Background: an optimization exercise with open tools, aiming at small area and a short achievable clock period. Do not read the settings as production practice.
At most, simulation tests tie the RTL to the original design; equivalence was not proved.
Power figures rest on the tool's default switching activity, not on a simulated workload.

job 101:
==> flow/design.v <==
module spi_slave_mem_burst #(
  parameter int ADDR_W   = 8,
  parameter int DATA_W   = 8,
  parameter int AUTO_INC = 1
) (
  input  logic clk,
  input  logic rst_n,
  input  logic ss_n,
  input  logic MOSI,
  output logic MISO,
  output logic valid_MISO,
  output logic sready
);
  localparam int WORDS = 256;
  localparam int G     = 8;              
  localparam int GW    = WORDS / G;      
  logic       st_cmd, st_addr_w, st_addr_r, st_wdata, st_rd_wait;
  logic       miso_q, valid_q, busy_q, idle_q;
  logic [2:0] cnt;
  logic [6:0] sh;
  logic [6:0] tx;
  logic [15:0] wlo, whi;    
  logic [15:0] rlo, rhi;    
  logic [7:0] mem [0:WORDS-1];
  logic [7:0] rd_grp [0:G-1];
  logic [7:0] word_in;
  logic       at2, at3, go;
  logic       addr_done_w, addr_done_r, wr_en, rd_load;
  logic       rdata_nxt;
  logic [7:0] rd_word;
  assign idle_q      = !busy_q;
  assign word_in     = {sh, MOSI};
  assign go          = !ss_n;
  assign at2         = (cnt == 3'd2);
  assign at3         = (cnt == 3'd3);
  assign addr_done_w = go && st_addr_w && at2;
  assign addr_done_r = go && st_addr_r && at2;
  assign wr_en       = go && st_wdata && at2;
  assign rd_load     = go && (st_rd_wait || (valid_q && at3));
  assign rdata_nxt   = go && (st_rd_wait || valid_q);
  always_ff @(posedge clk or negedge rst_n) begin
    if (!rst_n) begin
      busy_q     <= 1'b0;
      st_cmd     <= 1'b0;
      st_addr_w  <= 1'b0;
      st_addr_r  <= 1'b0;
      st_wdata   <= 1'b0;
      st_rd_wait <= 1'b0;
      valid_q    <= 1'b0;
      miso_q     <= 1'b0;
    end else begin
      busy_q     <= go;
      st_cmd     <= go && idle_q;
      st_addr_w  <= go && ((st_cmd && !sh[0] && !MOSI) || (st_addr_w && !at2));
      st_addr_r  <= go && ((st_cmd &&  sh[0] && !MOSI) || (st_addr_r && !at2));
      st_wdata   <= go && ((st_cmd && !sh[0] &&  MOSI) || st_wdata);
      st_rd_wait <= go && st_cmd && sh[0] && MOSI;
      valid_q    <= rdata_nxt;
      miso_q     <= rdata_nxt && (rd_load ? rd_word[7] : tx[6]);
    end
  end
  always_ff @(posedge clk) begin
    sh  <= word_in[6:0];
    cnt <= idle_q ? 3'd2 : cnt + 3'd1;
    tx  <= rd_load ? rd_word[6:0] : {tx[5:0], 1'b0};
  end
  always_ff @(posedge clk or negedge rst_n) begin
    if (!rst_n) begin
      wlo   <= 16'd1;
      whi   <= 16'd1;
      rlo   <= 16'd1;
      rhi   <= 16'd1;
    end else begin
      if (addr_done_w) begin
        wlo <= 16'd1 << word_in[3:0];
        whi <= 16'd1 << word_in[7:4];
      end else if (wr_en) begin
        wlo <= {wlo[14:0], wlo[15]};
        if (wlo[15]) whi <= {whi[14:0], whi[15]};
      end
      if (addr_done_r) begin
        rlo <= 16'd1 << word_in[3:0];
        rhi <= 16'd1 << word_in[7:4];
      end else if (rd_load) begin
        rlo <= {rlo[14:0], rlo[15]};
        if (rlo[15]) rhi <= {rhi[14:0], rhi[15]};
      end
    end
  end
  logic [WORDS-1:0] wsel, rsel;
  always_comb begin
    wsel = '0;
    rsel = '0;
    for (int i = 0; i < 16; i++)
      for (int j = 0; j < 16; j++)
        wsel[i*16 + j] = whi[i] & (wlo[j] & wr_en);
    for (int i = 0; i < 16; i++)
      for (int j = 0; j < 16; j++)
        rsel[i*16 + j] = rhi[i] & rlo[j];
  end
  for (genvar w = 0; w < WORDS; w++) begin : g_row
    always_ff @(posedge clk) begin
      if (wsel[w]) mem[w] <= word_in;
    end
  end
  for (genvar g = 0; g < G; g++) begin : g_grp
    logic [7:0] acc;
    always_comb begin
      acc = '0;
      for (int i = 0; i < GW; i++)
        acc = acc | (mem[g*GW + i] & {8{rsel[g*GW + i]}});
    end
    always_ff @(posedge clk) rd_grp[g] <= acc;
  end
  always_comb begin
    rd_word = '0;
    for (int g = 0; g < G; g++) rd_word = rd_word | rd_grp[g];
  end
  assign sready     = idle_q;
  assign valid_MISO = valid_q;
  assign MISO       = miso_q;
endmodule
clock: 4.5 ns
lec_check: 0
cap_margin: 20
core_margin: 2
core_utilization: 60
cts_cluster_diameter: 100
cts_cluster_size: 28
setup_slack_margin: 2.3
slew_margin: 20
standard.sh (not shown) runs the stock make flow with config.mk's settings and CLKGATE_MAP_FILE= SYNTH_SCRIPT=/design/flow/synth_recipe.tcl, a recipe that flattens the netlist after the stock synthesis.
==> flow/flow/run.sh <==
#!/bin/bash
# Standard ORFS layout (the standard.sh, standard synthesis unchanged) with three changes:
#  - ports are buffered with buf_4 instead of the cell buffer_ports picks by default
#    (a delay cell on sky130hd), so the port buffers can be resized like any buffer;
#  - repair_timing/repair_design may resize across cell footprints;
#  - before detailed placement, the flip-flop driving each output port is moved next to
#    that port's buffer (flow/near_pins.tcl).
set -euo pipefail
bash standard.sh MATCH_CELL_FOOTPRINT=0 "BUFFER_PORTS_ARGS=-buffer_cell sky130_fd_sc_hd__buf_4" \
  "PRE_DETAIL_PLACE_TCL=$PWD/flow/near_pins.tcl" finish > make_finish.log 2>&1
==> flow/flow/near_pins.tcl <==
# PRE_DETAIL_PLACE hook: move the flip-flop that launches each output port (and an
# inverter between it and the port buffer, if there is one) onto the port buffer's
# location, so no output path has to cross the die. Detailed placement then legalizes.
set block [ord::get_db_block]
proc signal_inputs {inst} {
  set r {}
  foreach it [$inst getITerms] {
    if {[$it isInputSignal] && [$it getNet] ne "NULL" && [[$it getNet] getSigType] eq "SIGNAL"} { lappend r $it }
  }
  return $r
}
proc net_driver {net} {
  foreach it [$net getITerms] { if {[$it isOutputSignal]} { return [$it getInst] } }
  return ""
}
foreach bt [$block getBTerms] {
  if {[$bt getIoType] ne "OUTPUT"} continue
  set buf [net_driver [$bt getNet]]
  if {$buf eq ""} continue
  set loc [$buf getLocation]
  set cur $buf
  for {set k 0} {$k < 3} {incr k} {
    set ins [signal_inputs $cur]
    if {[llength $ins] != 1} break
    set prev [net_driver [[lindex $ins 0] getNet]]
    if {$prev eq ""} break
    set m [[$prev getMaster] getName]
    puts "near_pins: [$bt getName]: moving [$prev getName] ($m) to the port buffer [$buf getName]"
    $prev setLocation [lindex $loc 0] [lindex $loc 1]
    if {[string match "*__df*" $m]} break
    set cur $prev
  }
}
No stage failed in job 101, and the final checks on the layout all came back clean.
Edits applied to the flow inputs when going from job 101 to job 102:
diff --git a/flow/design.v b/flow/design.v
--- a/flow/design.v
+++ b/flow/design.v
@@ -9,23 +9,20 @@
   input  logic MOSI,
   output logic MISO,
   output logic valid_MISO,
   output logic sready
 );
   localparam int WORDS = 256;
-  localparam int G     = 8;              
-  localparam int GW    = WORDS / G;      
   logic       st_cmd, st_addr_w, st_addr_r, st_wdata, st_rd_wait;
   logic       miso_q, valid_q, busy_q, idle_q;
   logic [2:0] cnt;
   logic [6:0] sh;
   logic [6:0] tx;
   logic [15:0] wlo, whi;    
   logic [15:0] rlo, rhi;    
   logic [7:0] mem [0:WORDS-1];
-  logic [7:0] rd_grp [0:G-1];
   logic [7:0] word_in;
   logic       at2, at3, go;
   logic       addr_done_w, addr_done_r, wr_en, rd_load;
   logic       rdata_nxt;
   logic [7:0] rd_word;
   assign idle_q      = !busy_q;
@@ -84,39 +81,36 @@
       end else if (rd_load) begin
         rlo <= {rlo[14:0], rlo[15]};
         if (rlo[15]) rhi <= {rhi[14:0], rhi[15]};
       end
     end
   end
-  logic [WORDS-1:0] wsel, rsel;
+  logic [WORDS-1:0] wsel;
   always_comb begin
     wsel = '0;
-    rsel = '0;
     for (int i = 0; i < 16; i++)
       for (int j = 0; j < 16; j++)
         wsel[i*16 + j] = whi[i] & (wlo[j] & wr_en);
-    for (int i = 0; i < 16; i++)
-      for (int j = 0; j < 16; j++)
-        rsel[i*16 + j] = rhi[i] & rlo[j];
   end
   for (genvar w = 0; w < WORDS; w++) begin : g_row
     always_ff @(posedge clk) begin
       if (wsel[w]) mem[w] <= word_in;
     end
   end
-  for (genvar g = 0; g < G; g++) begin : g_grp
+  logic [7:0] rd_blk [0:15];
+  for (genvar i = 0; i < 16; i++) begin : g_blk
     logic [7:0] acc;
     always_comb begin
       acc = '0;
-      for (int i = 0; i < GW; i++)
-        acc = acc | (mem[g*GW + i] & {8{rsel[g*GW + i]}});
+      for (int j = 0; j < 16; j++)
+        acc = acc | (mem[i*16 + j] & {8{rlo[j]}});
     end
-    always_ff @(posedge clk) rd_grp[g] <= acc;
+    always_ff @(posedge clk) rd_blk[i] <= acc;
   end
   always_comb begin
     rd_word = '0;
-    for (int g = 0; g < G; g++) rd_word = rd_word | rd_grp[g];
+    for (int i = 0; i < 16; i++) rd_word = rd_word | (rd_blk[i] & {8{rhi[i]}});
   end
   assign sready     = idle_q;
   assign valid_MISO = valid_q;
   assign MISO       = miso_q;
 endmodule
Findings:
Cmp job 102 and job 101 / global-route usage / higher: job 102
| buffer share of cell area | higher: job 101 |
Job 102: count of clock tree sinks higher than job 101
As far as layout filler cell count is concerned, job 102 and job 101 perform about the same.
Status: total leakage power parity (job 101, job 102)
Any difference in final area between job 101 and job 102 is small enough to ignore.
The count of multi-input combinational gates in job 101 is 1.11 times that in job 102.
Delta (job 102 minus job 101): number of storage elements in the synthesis netlist increased by 64 relative to the old numbers, number of cells after detailed placement moved down, post-route total power up 1400 uW.
Worst setup path endpoint = mem[101][7]: job 102; worst setup path endpoint = rd_grp[0][4]: job 101
The run with more routed wire is job 102, not job 101.
Cmp job 102 vs job 101: required time of the critical path lower in job 102
Diff job 101 -> job 102: total power density per cell area saw an increase; area after synthesis saw an increase.
No functional check of the RTL was part of job 102.

-- re-timing with driven ports --
How much do the figures lean on ideal ports? The routed layouts below were timed once more, with nothing changed but the port constraints.
Step 1, drivers: a clkbuf_16 drives clk and a buf_2 each remaining input, both assumed.
Step 2 moves the port delays by t, midway between the first and last clock arrival at a register: inputs arrive t later, outputs are due t later. That takes back most of the time a late clock gives input paths.
Three values: no drivers, after step 1, after step 2; two values: the first two.
run	shift t [ns]	slack for setup (ns)	clock arrival spread, ns	worst slew at a driven data input, ns
job 101	0.811	2.235 / 2.204 / 1.742	0.034 / 0.034	0.08
job 102	0.823	2.213 / 2.183 / 1.656	0.040 / 0.040	0.15
After both steps setup and hold are still met in every run listed. The setup slack of job 102, which loses most, moves by -0.030 ns with the drivers and by -0.557 ns with both steps.
